Source: an optimization exercise on an open RTL-to-GDS flow (aim: small area). Production flows keep margins and buffers that such runs may drop. In this exercise RTL edits were held to simulation tests only and were not proved equivalent to the original. Power and IR drop assume default switching activity.

==> run a: inputs <==
==> flow/design.v <==
module wb_rf_aoi222 (
    input  logic a0, b0, a1, b1, a2, b2,
    output logic y
);
    assign y = ~((a0 & b0) | (a1 & b1) | (a2 & b2));
endmodule
module wb_rf_inv #(
    parameter int N = 31
) (
    input  logic [N-1:0] a,
    output logic [N-1:0] y
);
    assign y = ~a;
endmodule
module wb_rf_nand #(
    parameter int N = 12
) (
    input  logic [N-1:0] a,
    output logic         y
);
    assign y = ~&a;
endmodule
module wb_rf_rdmux #(
    parameter int XLEN = 32,
    parameter bit EXTRA = 1
) (
    input  logic [30:0]     s,
    input  logic [30:0][XLEN-1:0] d,
    input  logic            sx,
    input  logic [XLEN-1:0] dx,
    output logic [XLEN-1:0] y
);
    for (genvar b = 0; b < XLEN; b++) begin : g_bit
        logic [10:0] n;
        for (genvar g = 0; g < 10; g++) begin : g_grp
            wb_rf_aoi222 u_aoi (
                .a0(s[3*g]),   .b0(d[3*g][b]),
                .a1(s[3*g+1]), .b1(d[3*g+1][b]),
                .a2(s[3*g+2]), .b2(d[3*g+2][b]),
                .y (n[g])
            );
        end
        if (EXTRA) begin : g_x
            assign n[10] = ~((s[30] & d[30][b]) | (sx & dx[b]));
        end else begin : g_nx
            assign n[10] = ~(s[30] & d[30][b]);
        end
        wb_rf_nand #(.N(11)) u_or (.a(n), .y(y[b]));
    end
endmodule
module wb_regfile #(
    parameter  int XLEN   = 32,
    parameter  int NREGS  = 32,
    parameter  int CNT_W  = 16,
    localparam int ADDR_W = $clog2(NREGS)
) (
    input  logic              clk,
    input  logic              reset,
    input  logic              RegWriteW,
    input  logic [ADDR_W-1:0] RdW,
    input  logic [XLEN-1:0]   ResultW,
    input  logic [ADDR_W-1:0] Rs1D,
    input  logic [ADDR_W-1:0] Rs2D,
    output logic [XLEN-1:0]   RD1D,
    output logic [XLEN-1:0]   RD2D,
    input  logic [ADDR_W-1:0] DbgAddr,
    output logic [XLEN-1:0]   DbgData,
    output logic [CNT_W-1:0]  WbCount
);
    logic [30:0][XLEN-1:0] r_data;    
    logic [30:0]       r_valid;
    logic [ADDR_W-1:0] r_dbga;
    logic [CNT_W-1:0]  r_cnt;
    logic [30:0]       w_wdec;         
    logic [30:0]       w_vm;           
    logic [30:0]       w_wdec_n, w_s1_n, w_s2_n, w_sd_n;    
    logic [30:0]       w_wen, w_s1, w_s2, w_sd;            
    logic              w_b1, w_b2;
    logic              w_we;
    always_comb begin
        w_we = RegWriteW && RdW != '0;
        for (int i = 0; i < 31; i++) begin
            w_wdec[i]   = RegWriteW && RdW == ADDR_W'(i + 1);
            w_vm[i]     = r_valid[i] && !w_wdec[i];
            w_wdec_n[i] = !w_wdec[i];
            w_s1_n[i]   = !(Rs1D == ADDR_W'(i + 1) && w_vm[i]);
            w_s2_n[i]   = !(Rs2D == ADDR_W'(i + 1) && w_vm[i]);
            w_sd_n[i]   = !(r_dbga == ADDR_W'(i + 1) && r_valid[i]);
        end
        w_b1 = RegWriteW && Rs1D != '0 && RdW == Rs1D;
        w_b2 = RegWriteW && Rs2D != '0 && RdW == Rs2D;
    end
    wb_rf_inv u_inv_we (.a(w_wdec_n), .y(w_wen));
    wb_rf_inv u_inv_s1 (.a(w_s1_n),   .y(w_s1));
    wb_rf_inv u_inv_s2 (.a(w_s2_n),   .y(w_s2));
    wb_rf_inv u_inv_sd (.a(w_sd_n),   .y(w_sd));
    wb_rf_rdmux #(.XLEN(XLEN), .EXTRA(1)) u_rd1 (
        .s(w_s1), .d(r_data), .sx(w_b1), .dx(ResultW), .y(RD1D));
    wb_rf_rdmux #(.XLEN(XLEN), .EXTRA(1)) u_rd2 (
        .s(w_s2), .d(r_data), .sx(w_b2), .dx(ResultW), .y(RD2D));
    wb_rf_rdmux #(.XLEN(XLEN), .EXTRA(0)) u_rdd (
        .s(w_sd), .d(r_data), .sx(1'b0), .dx('0), .y(DbgData));
    always_ff @(posedge clk) begin
        for (int i = 0; i < 31; i++)
            if (w_wen[i]) r_data[i] <= ResultW;
        r_dbga <= DbgAddr;
    end
    always_ff @(posedge clk or posedge reset) begin
        if (reset) begin
            r_valid <= '0;
            r_cnt   <= '0;
        end else begin
            r_valid <= r_valid | w_wdec;
            if (w_we) r_cnt <= r_cnt + 1'b1;
        end
    end
    assign WbCount = r_cnt;
endmodule
==> flow/flow/run.sh <==
#!/bin/bash
# Standard ORFS layout (the standard.sh, unchanged synthesis), with these changes:
#  - input/output port buffers are sky130_fd_sc_hd__buf_2 instead of the default choice;
#  - before the placement repair, the buffers that timing-driven global placement inserted are
#    removed (repair_design then adds back what the final placement needs) and the output port
#    buffers become buf_1 (flow/pre_resize.tcl);
#  - clock tree: clkbuf_16 buffers, larger sink clusters and no dummy loads.
set -euo pipefail
bash standard.sh \
  "BUFFER_PORTS_ARGS=-buffer_cell sky130_fd_sc_hd__buf_2" \
  "PRE_RESIZE_TCL=$PWD/flow/pre_resize.tcl" \
  "CTS_ARGS=-sink_clustering_enable -repair_clock_nets -dont_use_dummy_load -buf_list sky130_fd_sc_hd__clkbuf_16 -sink_clustering_size 25 -sink_clustering_max_diameter 100" \
  finish > flow_make.log 2>&1
==> flow/flow/pre_resize.tcl <==
# Runs before ORFS's placement repair (3_4_place_resized).
# 1. Timing-driven global placement inserts buffers early, while the cells are still spread
#    out; most are not needed once placement has converged. Remove them all here. Where such a
#    buffer was driven by an inverter (the design's select and write-enable line drivers), size
#    that inverter up until the net's estimated slew and load stay well inside the library
#    limits (routed parasitics come out higher than these estimates); the repair_design that
#    follows fixes whatever is left.
# 2. The output ports drive only the fixed 0.01 pF load: use buf_1 for their port buffers.
set block [ord::get_db_block]
set rm_bufs {}
set drvs {}
foreach inst [$block getInsts] {
  if {![string match "place*" [$inst getName]]} { continue }
  lappend rm_bufs [$inst getName]
  foreach it [[[$inst findITerm A] getNet] getITerms] {
    if {[$it isOutputSignal]} { lappend drvs [[$it getInst] getName] }
  }
}
puts "pre_resize: removing [llength $rm_bufs] global-placement buffers"
if {[llength $rm_bufs] > 0} { remove_buffers {*}$rm_bufs }

set invs {}
foreach d [lsort -unique $drvs] {
  set inst [$block findInst $d]
  if {$inst eq "NULL"} { continue }
  if {[regexp {__(clk)?inv_[0-9]+$} [[$inst getMaster] getName]]} { lappend invs $d }
}

set sizes {inv_2 0.265 inv_4 0.450 inv_6 0.626 inv_8 0.79 inv_12 1.1}
set slew_ok 1.2
proc pre_resize_load {pin} {
  sta::redirect_string_begin
  report_net [get_full_name [get_nets -of_objects [get_pins $pin]]]
  set txt [sta::redirect_string_end]
  set cap 1e9
  regexp {Total capacitance:\s*[0-9.eE+-]+-([0-9.eE+-]+)} $txt -> cap
  return $cap
}
foreach d $invs { replace_cell $d sky130_fd_sc_hd__inv_2 }
set todo $invs
for {set step 0} {$step < [llength $sizes] / 2 && [llength $todo] > 0} {incr step} {
  set cell [lindex $sizes [expr {2 * $step}]]
  set capmax [lindex $sizes [expr {2 * $step + 1}]]
  if {$step > 0} { foreach d $todo { replace_cell $d sky130_fd_sc_hd__$cell } }
  estimate_parasitics -placement
  set next {}
  foreach d $todo {
    set slew [get_property [get_pins $d/Y] slew_max]
    set cap [pre_resize_load $d/Y]
    if {$slew > $slew_ok || $cap > $capmax} { lappend next $d }
  }
  puts "pre_resize: [llength $todo] inverters at $cell, [llength $next] need more"
  set todo $next
}

set n_out 0
foreach inst [$block getInsts] {
  if {[string match "output*" [$inst getName]] && [[$inst getMaster] getName] eq "sky130_fd_sc_hd__buf_2"} {
    replace_cell [$inst getName] sky130_fd_sc_hd__buf_1
    incr n_out
  }
}
puts "pre_resize: $n_out output port buffers set to buf_1"
==> flow/standard.sh <==
#!/bin/bash
# synth_recipe.tcl (not shown) runs the flow's synth.tcl, then flattens the netlist and writes it again
# the make line also repeats each setting of config.mk as NAME=value (left out here)
make -C /OpenROAD-flow-scripts/flow DESIGN_CONFIG=/design/flow/config.mk WORK_HOME=/design/flow/orfs CLKGATE_MAP_FILE= SYNTH_SCRIPT=/design/flow/synth_recipe.tcl "${@:-finish}"
==> flow/config.mk <==
export PLATFORM = sky130hd
export DESIGN_NAME = wb_regfile
export DESIGN_NICKNAME = wb_regfile
export VERILOG_FILES = /design/flow/design.v
export SDC_FILE = /design/flow/constraint.sdc
export NUM_CORES = 8
export LEC_CHECK = 0
export CAP_MARGIN = 15
export CORE_MARGIN = 2
export CORE_UTILIZATION = 40
export SLEW_MARGIN = 15
export SYNTH_HIERARCHICAL = 1
export SYNTH_MINIMUM_KEEP_SIZE = 0
==> flow/constraint.sdc <==
create_clock -name core_clock -period 7.0 [get_ports {clk}]
set_input_delay 1.4000 -clock core_clock [delete_from_list [all_inputs] [get_ports {clk}]]
set_output_delay 1.4000 -clock core_clock [all_outputs]
set_load 0.01 [all_outputs]
==> run b: changes against run a <==
==> flow/run.sh (new file) <==
#!/bin/bash
# synth_recipe.tcl (not shown) runs the flow's synth.tcl, then flattens the netlist and writes it again
# the make line also repeats each setting of config.mk as NAME=value (left out here)
make -C /OpenROAD-flow-scripts/flow DESIGN_CONFIG=/design/flow/config.mk WORK_HOME=/design/flow/orfs CLKGATE_MAP_FILE= SYNTH_SCRIPT=/design/flow/synth_recipe.tcl finish
CAP_MARGIN = 0   (was 15)
CTS_BUF_LIST = sky130_fd_sc_hd__clkbuf_8   (was unset)
CTS_CLUSTER_DIAMETER = 60   (was unset)
CTS_CLUSTER_SIZE = 16   (was unset)
SETUP_SLACK_MARGIN = 0.4   (was unset)
SLEW_MARGIN = 0   (was 15)
removed: flow/flow/run.sh
removed: flow/flow/pre_resize.tcl
removed: flow/standard.sh
==> comparison table <==
item                                                                              run b                      run a
Result of the run                                                        finished clean             finished clean
Worst vdd rail ir drop                                                           145 µV                     168 µV
Reg-to-reg setup timing slack                                                   5380 ps                    5420 ps
Drt initial violations                                                            15000                      12700
Final routed wirelength across all metal layers                               233000 µm                  213000 µm
Reg power frac                                                                    0.575                      0.622
Post-CTS sizing                                                                       2                          0
Net switching share of the total power                                            0.265                      0.251
Vias in the first global route                                                    40100                      37800
TritonCTS buffer count                                                               92                         50
Comb pwr                                                                      0.00133 W                  0.00108 W
First-pass detailed-route iteration total                                            19                         22
Number of ordinary and repair buffers in the finished layout                        427                        174
Cell type of the slowest stage on the worst timing path       sky130_fd_sc_hd__clkinv_1  sky130_fd_sc_hd__clkinv_2
Diode insertion count for antenna repair                                              8                          2
DR WL/cell                                                                      46.7 µm                    45.9 µm

-- separate check: timing with driven ports --
The results above use ideal ports. As a check the final layouts listed here were re-extracted and re-timed, cells and wires unchanged.
Step 1: set_driving_cell puts a clkbuf_16 on clk and a buf_2 on each other input, an assumption about the parent block.
Step 2 moves the port delays by t, midway between the first and last clock arrival at a register: inputs arrive t later, outputs are due t later. That takes back most of the time a late clock gives input paths.
Three values: ideal ports, drivers, drivers and shift; two values: the first two.
run	t (ns)	setup slack, ns	hold WS [ns]
run a	0.730	0.427 / 0.384 / 0.384	0.491 / 0.491 / 0.491
run b	0.877	0.184 / 0.108 / 0.193	0.501 / 0.501 / 0.501
After both steps every run listed still meets setup and hold. The setup slack of run a, which loses most, moves by -0.043 ns with the drivers and by -0.043 ns with both steps.
